What follows belongs to an exercise in optimizing a design on an open flow for small area and a short achievable clock period; a production flow would make more cautious choices.
At most, simulation tests tie the RTL to the original design; equivalence was not proved.
Power figures rest on the tool's default switching activity, not on a simulated workload.

## tcpStream
module tcpStream #(
	parameter int fifoDepth = 64
) (
	input  wire                  CLOCK,
	input  wire                  rst,
	input  wire                  newPkt,
	input  wire                  dataValid,
	input  wire tcpStreamPkg::byteT   data,
	input  wire tcpStreamPkg::ipAddrT srcIp,
	input  wire tcpStreamPkg::portT   srcPort,
	input  wire tcpStreamPkg::ipAddrT dstIp,
	input  wire tcpStreamPkg::portT   dstPort,
	input  wire                  outReady,
	output logic                 outValid,
	output tcpStreamPkg::byteT   outData,
	output logic                 outFirst,
	output logic                 dropped,
	output logic                 gapped
);
	logic               rstQ;
	logic               newPktQ;
	logic               byteInQ;	 
	tcpStreamPkg::byteT dataQ;
	logic               isVlanHiQ;
	logic               isIpv4HiQ;
	logic               isIpv4LoQ;
	logic               isTcpQ;
	always_ff @(posedge CLOCK) begin
		rstQ      <= rst;
		newPktQ   <= newPkt;
		byteInQ   <= dataValid && !newPkt;
		dataQ     <= data;
		isVlanHiQ <= data == ETH_TYPE_VLAN_HI;
		isIpv4HiQ <= data == ETH_TYPE_IPV4_HI;
		isIpv4LoQ <= data == ETH_TYPE_IPV4_LO;
		isTcpQ    <= data == 8'(protoTcp);
	end
	logic   payNext;
	logic   payValidNext;	 
	logic   payFirst;
	assign payValidNext = !rst && dataValid && !newPkt && payNext;
	logic   segValid;
	tcpStreamPkg::seqNumT segSeq;
	logic   segSyn;
	tcpStreamPkg::lenT    segLen;
	frameParser frameParser_i (
		.CLOCK(CLOCK), .rst(rstQ),
		.newPkt(newPktQ), .byteIn(byteInQ), .data(dataQ),
		.isVlanHi(isVlanHiQ), .isIpv4Hi(isIpv4HiQ), .isIpv4Lo(isIpv4LoQ), .isTcp(isTcpQ),
		.srcIp(srcIp), .dstIp(dstIp), .srcPort(srcPort), .dstPort(dstPort),
		.payNext(payNext), .payFirst(payFirst),
		.segValid(segValid), .segSeq(segSeq), .segSyn(segSyn), .segLen(segLen)
	);
	payloadFifo #(.fifoDepth(fifoDepth)) payloadFifo_i (
		.CLOCK(CLOCK), .rst(rst),
		.payValidNext(payValidNext), .payData(dataQ), .payFirst(payFirst),
		.outReady(outReady), .outValid(outValid), .outData(outData),
		.outFirst(outFirst), .dropped(dropped)
	);
	seqTracker seqTracker_i (
		.CLOCK(CLOCK), .rst(rst),
		.segValid(segValid), .segSeq(segSeq), .segSyn(segSyn), .segLen(segLen),
		.gapped(gapped)
	);
endmodule
Size in the first run: ~2,100 cells after synthesis, about 760 flip-flops, roughly 120 I/O pins, ~0.030 mm² of cells after synthesis.
clock: 5.5 ns
lec_check: 0
abc_clock_period_in_ps: 2200
cap_margin: 20
core_margin: 2
core_utilization: 40
cts_buf_list: sky130_fd_sc_hd__clkbuf_16
cts_cluster_diameter: 120
cts_cluster_size: 24
place_density: 0.6
setup_slack_margin: 3.3
slew_margin: 20
standard.sh (not shown) runs the stock make flow with config.mk's settings and CLKGATE_MAP_FILE= SYNTH_SCRIPT=/design/flow/synth_recipe.tcl, a recipe that flattens the netlist after the stock synthesis.
==> flow/flow/run.sh <==
#!/bin/bash
# The standard layout, with plain buffers on the ports in place of the
# delay buffers that buffer_ports picks by default. Every port still gets
# its own buffer.
set -euo pipefail
export BUFFER_PORTS_ARGS="-buffer_cell sky130_fd_sc_hd__buf_1"
bash standard.sh > standard.log 2>&1
Change:
--- a/flow/design.v
+++ b/flow/design.v
@@ -86,17 +86,17 @@
 	tcpStreamPkg::lenT    payLeft;
 	logic [8:0]           payLenLo;	 
 	logic [3:0]           hdrWords;
 	logic                 hiBorrow;	 
 	logic                 loZero;		 
 	logic                 payLast;		 
 	logic                 payNonZero;	 
 	tcpStreamPkg::byteT   cmpByte;
-	logic [11:0]          cmpSel;		 
+	logic [3:0]           cmpIdx;		 
 	tcpStreamPkg::byteT   cmpNext;
 	logic                 cmpIn;
 	logic ihlLow, ihlMin, ihlOpt, offMin, offOpt;
 	assign ihlLow = ihl < MIN_HDR_WORDS;
 	assign ihlMin = ihl == MIN_HDR_WORDS;
 	assign ihlOpt = ihl > MIN_HDR_WORDS;
 	assign offMin = dataOff == MIN_HDR_WORDS;
 	assign offOpt = dataOff > MIN_HDR_WORDS;
@@ -154,30 +154,38 @@
 	end
 	always_ff @(posedge CLOCK) begin
 		if (newPkt)
 			left <= MAC_BYTES - 1'b1;
 		else if (byteIn)
 			left <= fieldLast ? leftLoad : left - 1'b1;
 	end
 	assign cmpIn = byteIn && ((sIpFixed && left <= IP_FIXED_BYTES - 1'b1 - IP_SRC_POS) || sTcpPorts);
-	logic [95:0] sessBytes;
-	assign sessBytes = {srcIp, dstIp, srcPort, dstPort};
 	always_comb begin
-		cmpNext = '0;
-		for (int i = 1; i < 12; i++)
-			cmpNext = cmpNext | (sessBytes[95 - 8 * i -: 8] & {8{cmpSel[i]}});
+		case (cmpIdx)
+			4'd1:    cmpNext = srcIp[23:16];
+			4'd2:    cmpNext = srcIp[15:8];
+			4'd3:    cmpNext = srcIp[7:0];
+			4'd4:    cmpNext = dstIp[31:24];
+			4'd5:    cmpNext = dstIp[23:16];
+			4'd6:    cmpNext = dstIp[15:8];
+			4'd7:    cmpNext = dstIp[7:0];
+			4'd8:    cmpNext = srcPort[15:8];
+			4'd9:    cmpNext = srcPort[7:0];
+			4'd10:   cmpNext = dstPort[15:8];
+			default: cmpNext = dstPort[7:0];
+		endcase
 	end
 	always_ff @(posedge CLOCK) begin
 		if (newPkt) begin
-			cmpByte <= sessBytes[95:88];
-			cmpSel  <= 12'b0000_0000_0010;
+			cmpByte <= srcIp[31:24];
+			cmpIdx  <= 4'd1;
 		end else if (cmpIn) begin
 			cmpByte <= cmpNext;
-			cmpSel  <= {cmpSel[10:0], 1'b0};
+			cmpIdx  <= cmpIdx + 1'b1;
 		end
 	end
 	always_ff @(posedge CLOCK) begin
 		if (byteIn) begin
 			if (sIpFixed && left == IP_FIXED_BYTES - 1'b1)
 				ihl <= data[3:0];
 			if (sIpFixed && left == IP_FIXED_BYTES - 1'b1 - IP_PROTO_POS)
 				ipTcp <= isTcp;
@@ -320,26 +328,24 @@
 );
 	tcpStreamPkg::seqNumT expSeq;		 
 	logic   synSeen;
 	logic   seqMiss;
 	logic [3:0] pend;		 
 	logic   carry0;		 
 	logic   carry1;		 
 	logic   carry;
-	logic [8:0] sumLo;
-	logic [8:0] sumHi;
-	assign sumLo = segSyn ? 9'(segSeq[7:0]) + 9'd1 : 9'(segSeq[7:0]) + 9'(segLen[7:0]);
-	assign sumHi = segSyn ? {1'b0, segSeq[15:8]}   : 9'(segSeq[15:8]) + 9'(segLen[15:8]);
+	logic [15:0] addend;
+	assign addend = segSyn ? 16'd1 : segLen;	 
 	always_ff @(posedge CLOCK) begin
 		seqMiss <= segSeq != expSeq;
 		pend    <= {pend[2:0], segValid};
 		if (pend[0]) begin	 
-			{carry0, expSeq[7:0]}  <= sumLo;
-			{carry1, expSeq[15:8]} <= sumHi;
+			{carry0, expSeq[7:0]}  <= 9'(segSeq[7:0]) + 9'(addend[7:0]);
+			{carry1, expSeq[15:8]} <= 9'(segSeq[15:8]) + 9'(addend[15:8]);
 		end
 		if (pend[1]) begin
 			expSeq[15:8] <= expSeq[15:8] + 8'(carry0);
 			carry        <= carry1 || (carry0 && expSeq[15:8] == 8'hff);
 		end
 		if (pend[2])
 			{carry, expSeq[23:16]} <= 9'(segSeq[23:16]) + 9'(carry);
 		if (pend[3])
Outcome:
- The new run completed with no timing, DRC or antenna violations
- via count barely changes
- non-clock buffer count rises by 24
- routed wire length rises by 0.55%
- combinational power rises by about 5%
- critical path depth does not change
- maximum frequency falls by 0.77%
- sequential share of layout area falls by 0.93 points
The RTL of the second run of this note was laid out without a check of its function.


## old
Another version of the RTL of tcpStream (not shown whole).
For scale: roughly 2100 cells after synthesis, ~740 flip-flops, ~120 I/O pins, ~30000 µm² of cells after synthesis.
export LEC_CHECK = 0
export ABC_CLOCK_PERIOD_IN_PS = 2200
export CAP_MARGIN = 20
export CORE_MARGIN = 2
export CORE_UTILIZATION = 40
export CTS_BUF_LIST = sky130_fd_sc_hd__clkbuf_16
export CTS_CLUSTER_DIAMETER = 120
export CTS_CLUSTER_SIZE = 24
export PLACE_DENSITY = 0.6
export SETUP_SLACK_MARGIN = 3.3
export SLEW_MARGIN = 20
create_clock -name core_clock -period 5.5 [get_ports {CLOCK}]
Scripts as last shown in full above: flow/flow/run.sh
[inputs] new vs old
--- a/flow/design.v
+++ b/flow/design.v
@@ -158,21 +158,23 @@
 			left <= fieldLast ? leftLoad : left - 1'b1;
 	end
 	assign cmpIn = byteIn && ((sIpFixed && left <= IP_FIXED_BYTES - 1'b1 - IP_SRC_POS) || sTcpPorts);
 	logic [95:0] sessBytes;
 	assign sessBytes = {srcIp, dstIp, srcPort, dstPort};
 	always_comb begin
-		for (int i = 0; i < 8; i++)
-			cmpSel[i] = sIpFixed && left[2:0] == 3'(7 - i);
-		for (int i = 8; i < 12; i++)
-			cmpSel[i] = sTcpPorts && left[1:0] == 2'(11 - i);
 		cmpByte = '0;
 		for (int i = 0; i < 12; i++)
 			cmpByte = cmpByte | (sessBytes[95 - 8 * i -: 8] & {8{cmpSel[i]}});
 	end
 	always_ff @(posedge CLOCK) begin
+		if (newPkt)
+			cmpSel <= 12'b0000_0000_0001;
+		else if (cmpIn)
+			cmpSel <= {cmpSel[10:0], 1'b0};
+	end
+	always_ff @(posedge CLOCK) begin
 		if (byteIn) begin
 			if (sIpFixed && left == IP_FIXED_BYTES - 1'b1)
 				ihl <= data[3:0];
 			if (sIpFixed && left == IP_FIXED_BYTES - 1'b1 - IP_PROTO_POS)
 				ipTcp <= isTcp;
 			if (sTcpSeq)
## What came out
new closes out successfully: all stages finished, all timing, DRC and antenna checks passed.
Taking old as the reference, in new data arrival time of the critical path +130 ps, total standard cell area after synthesis was more or less identical, overall power after layout increased by about 0.8% relative to the old numbers, part of the power in registers picked up an extra 0.4 points.
Going from old to new, first-iteration DRC count grows by about 9%.
Function was not checked in any run of this note: the RTL went through the layout flow alone.


RTL: one of the versions met above, not the one the previous note started from.
Size: roughly 2100 cells after synthesis, about 760 flip-flops, roughly 120 I/O pins.
==> module payloadFifo, before the edit <==
module payloadFifo #(
	parameter int fifoDepth = 64
) (
	input  wire                CLOCK,
	input  wire                rst,
	input  wire                payValidNext,	 
	input  wire tcpStreamPkg::byteT payData,
	input  wire                payFirst,
	input  wire                outReady,
	output logic               outValid,
	output tcpStreamPkg::byteT outData,
	output logic               outFirst,
	output logic               dropped
);
	localparam int tailDepth = 63;
	logic [8:0] tail [tailDepth];
	logic [8:0] head;
	logic [8:0] din;
	logic [8:0] snd;
	logic [7:0] sndHi;	 
	logic [7:0] sndLo;	 
	logic       empty;	 
	logic       one;	 
	logic       full;	 
	logic payValid;
	logic doWrite;		 
	logic fullNext;
	logic doRead;
	logic inc;
	logic dec;
	assign din     = {payFirst, payData};
	assign doRead  = !empty && outReady;
	assign inc     = doWrite && !doRead;
	assign dec     = doRead && !doWrite;
	assign {outFirst, outData} = head;
	always_comb begin
		snd = '0;
		for (int i = 0; i < tailDepth; i++)
			snd = snd | (tail[i] & {9{sndHi[i / 8] && sndLo[i % 8]}});
	end
	always_ff @(posedge CLOCK) begin
		if (doWrite) begin
			tail[0] <= din;
			for (int i = 1; i < tailDepth; i++)
				tail[i] <= tail[i-1];
		end
	end
	logic headDin;
	logic headSnd;
	logic headHold;
	assign headDin  = doWrite && (empty || (doRead && one));
	assign headSnd  = doRead && !headDin;
	assign headHold = !doRead && !headDin;
	always_ff @(posedge CLOCK) begin
		head <= ({9{headDin}} & din) | ({9{headSnd}} & snd) | ({9{headHold}} & head);
	end
	assign fullNext = rst ? 1'b0 :
		inc ? sndHi[7] && sndLo[5] :	 
		dec ? 1'b0 : full;
	always_ff @(posedge CLOCK) begin
		payValid <= payValidNext;
		doWrite  <= payValidNext && !fullNext;
		full     <= fullNext;
	end
	always_ff @(posedge CLOCK) begin
		if (rst) begin
			sndHi    <= 8'b1000_0000;	 
			sndLo    <= 8'b0100_0000;
			outValid <= 1'b0;
			empty    <= 1'b1;
			one      <= 1'b0;
			dropped  <= 1'b0;
		end else begin
			outValid <= inc || (dec ? !one : !empty);
			if (inc) begin
				sndLo    <= {sndLo[6:0], sndLo[7]};
				if (sndLo[7]) sndHi <= {sndHi[6:0], sndHi[7]};
				empty    <= 1'b0;
				one      <= empty;
			end
			if (dec) begin
				sndLo    <= {sndLo[0], sndLo[7:1]};
				if (sndLo[0]) sndHi <= {sndHi[0], sndHi[7:1]};
				empty    <= one;
				one      <= sndHi[0] && sndLo[0];	 
			end
			if (payValid && full)
				dropped <= 1'b1;
		end
	end
endmodule
==> module seqTracker, before the edit <==
module seqTracker (
	input  wire                 CLOCK,
	input  wire                 rst,
	input  wire                 segValid,
	input  wire tcpStreamPkg::seqNumT segSeq,
	input  wire                 segSyn,
	input  wire tcpStreamPkg::lenT    segLen,
	output logic                gapped
);
	tcpStreamPkg::seqNumT expSeq;		 
	logic   synSeen;
	logic   seqMiss;
	logic [3:0] pend;		 
	logic   carry0;		 
	logic   carry1;		 
	logic   carry;
	logic [8:0] sumLo;
	logic [8:0] sumHi;
	assign sumLo = segSyn ? 9'(segSeq[7:0]) + 9'd1 : 9'(segSeq[7:0]) + 9'(segLen[7:0]);
	assign sumHi = segSyn ? {1'b0, segSeq[15:8]}   : 9'(segSeq[15:8]) + 9'(segLen[15:8]);
	always_ff @(posedge CLOCK) begin
		seqMiss <= segSeq != expSeq;
		pend    <= {pend[2:0], segValid};
		if (pend[0]) begin	 
			{carry0, expSeq[7:0]}  <= sumLo;
			{carry1, expSeq[15:8]} <= sumHi;
		end
		if (pend[1]) begin
			expSeq[15:8] <= expSeq[15:8] + 8'(carry0);
			carry        <= carry1 || (carry0 && expSeq[15:8] == 8'hff);
		end
		if (pend[2])
			{carry, expSeq[23:16]} <= 9'(segSeq[23:16]) + 9'(carry);
		if (pend[3])
			expSeq[31:24]          <= segSeq[31:24] + 8'(carry);
	end
	always_ff @(posedge CLOCK) begin
		if (rst) begin
			synSeen <= 1'b0;
			gapped  <= 1'b0;
		end else if (segValid) begin
			if (segSyn) begin
				synSeen <= 1'b1;
				gapped  <= 1'b0;
			end else begin
				gapped <= synSeen && seqMiss;
			end
		end
	end
endmodule
==> flow/config.mk <==
export PLATFORM = sky130hd
export DESIGN_NAME = tcpStream
export DESIGN_NICKNAME = tcpStream
export VERILOG_FILES = /design/flow/design.v
export SDC_FILE = /design/flow/constraint.sdc
export NUM_CORES = 4
export LEC_CHECK = 0
export ABC_CLOCK_PERIOD_IN_PS = 2200
export CAP_MARGIN = 20
export CORE_MARGIN = 2
export CORE_UTILIZATION = 55
export CTS_BUF_LIST = sky130_fd_sc_hd__clkbuf_16
export CTS_CLUSTER_DIAMETER = 120
export CTS_CLUSTER_SIZE = 24
export PLACE_DENSITY = 0.7
export SETUP_SLACK_MARGIN = 3.3
export SLEW_MARGIN = 20
==> flow/constraint.sdc <==
create_clock -name core_clock -period 5.5 [get_ports {CLOCK}]
set_input_delay 1.1000 -clock core_clock [delete_from_list [all_inputs] [get_ports {CLOCK}]]
set_output_delay 1.1000 -clock core_clock [all_outputs]
set_load 0.01 [all_outputs]
Scripts as last shown in full above: flow/flow/run.sh
The baseline finished clean.
Edit:
--- a/flow/design.v
+++ b/flow/design.v
@@ -235,12 +235,13 @@
 	logic [8:0] snd;
 	logic [7:0] sndHi;	 
 	logic [7:0] sndLo;	 
 	logic       empty;	 
 	logic       one;	 
 	logic       full;	 
+	logic       droppedN;	 
 	logic payValid;
 	logic doWrite;		 
 	logic fullNext;
 	logic doRead;
 	logic inc;
 	logic dec;
@@ -264,14 +265,18 @@
 	logic headDin;
 	logic headSnd;
 	logic headHold;
 	assign headDin  = doWrite && (empty || (doRead && one));
 	assign headSnd  = doRead && !headDin;
 	assign headHold = !doRead && !headDin;
+	logic [8:0] headNext;
+	logic [8:0] headN;
+	assign headNext = ({9{headDin}} & din) | ({9{headSnd}} & snd) | ({9{headHold}} & ~headN);
 	always_ff @(posedge CLOCK) begin
-		head <= ({9{headDin}} & din) | ({9{headSnd}} & snd) | ({9{headHold}} & head);
+		head  <= headNext;
+		headN <= ~headNext;
 	end
 	assign fullNext = rst ? 1'b0 :
 		inc ? sndHi[7] && sndLo[5] :	 
 		dec ? 1'b0 : full;
 	always_ff @(posedge CLOCK) begin
 		payValid <= payValidNext;
@@ -283,12 +288,13 @@
 			sndHi    <= 8'b1000_0000;	 
 			sndLo    <= 8'b0100_0000;
 			outValid <= 1'b0;
 			empty    <= 1'b1;
 			one      <= 1'b0;
 			dropped  <= 1'b0;
+			droppedN <= 1'b1;
 		end else begin
 			outValid <= inc || (dec ? !one : !empty);
 			if (inc) begin
 				sndLo    <= {sndLo[6:0], sndLo[7]};
 				if (sndLo[7]) sndHi <= {sndHi[6:0], sndHi[7]};
 				empty    <= 1'b0;
@@ -297,14 +303,14 @@
 			if (dec) begin
 				sndLo    <= {sndLo[0], sndLo[7:1]};
 				if (sndLo[0]) sndHi <= {sndHi[0], sndHi[7:1]};
 				empty    <= one;
 				one      <= sndHi[0] && sndLo[0];	 
 			end
-			if (payValid && full)
-				dropped <= 1'b1;
+			dropped  <= !droppedN || (payValid && full);
+			droppedN <= droppedN && !(payValid && full);
 		end
 	end
 endmodule
 `default_nettype wire
 `timescale 1ns/1ps
 `default_nettype none
@@ -342,23 +348,25 @@
 		end
 		if (pend[2])
 			{carry, expSeq[23:16]} <= 9'(segSeq[23:16]) + 9'(carry);
 		if (pend[3])
 			expSeq[31:24]          <= segSeq[31:24] + 8'(carry);
 	end
+	logic gappedNext;
+	logic gappedN;
+	assign gappedNext = segValid ? !segSyn && synSeen && seqMiss : !gappedN;
 	always_ff @(posedge CLOCK) begin
 		if (rst) begin
 			synSeen <= 1'b0;
 			gapped  <= 1'b0;
-		end else if (segValid) begin
-			if (segSyn) begin
+			gappedN <= 1'b1;
+		end else begin
+			if (segValid && segSyn)
 				synSeen <= 1'b1;
-				gapped  <= 1'b0;
-			end else begin
-				gapped <= synSeen && seqMiss;
-			end
+			gapped  <= gappedNext;
+			gappedN <= !gappedNext;
 		end
 	end
 endmodule
 `default_nettype wire
 `timescale 1ns/1ps
 `default_nettype none
The new run completed without violations.
Synthesized area is higher by 0.85%.
Routed wire length climbs by 2.8%.
Clock skew grows by 0.0061 ns.
Global-route usage goes up by 0.67 points.
Clock power rose by about 5%.
Function not checked in the second run of this note: the RTL went through the layout flow alone.

[separate check: timing with driven ports]
The results above use ideal ports. As a check the final layouts listed here were re-extracted and re-timed, cells and wires unchanged.
Step 1 sets driving cells, clkbuf_16 on the clock port and buf_2 on the other inputs (assumed; they add their load-dependent delay and slew).
Step 2, shift: input delay + t, output delay - t, t = (earliest + latest rising clock arrival at the registers) / 2. This alone moves slack from input paths to output paths.
Three values: ideal, step 1, step 2; two values: the first two.
run	shift t [ns]	setup WS [ns]	worst setup path after step 2	clock arrival spread, ns	pins driven straight from the clock port
the first run of note 1	0.651	3.285 / 3.220 / 2.687	input to register	0.042 / 0.043	1
the second run of note 1	0.644	3.267 / 3.205 / 2.737	input to register	0.031 / 0.032	1
old	0.655	3.196 / 3.196 / 2.645	input to register	0.059 / 0.058	1
new	0.647	2.966 / 2.996 / 2.349	input to register	0.033 / 0.033	1
the first run of note 3	0.635	3.296 / 3.236 / 2.799	input to register	0.017 / 0.017	1
the second run of note 3	0.657	3.298 / 3.234 / 2.718	input to register	0.031 / 0.031	1
After both steps every run listed still meets setup and hold. The setup slack of new, which loses most, moves by +0.030 ns with the drivers and by -0.617 ns with both steps.
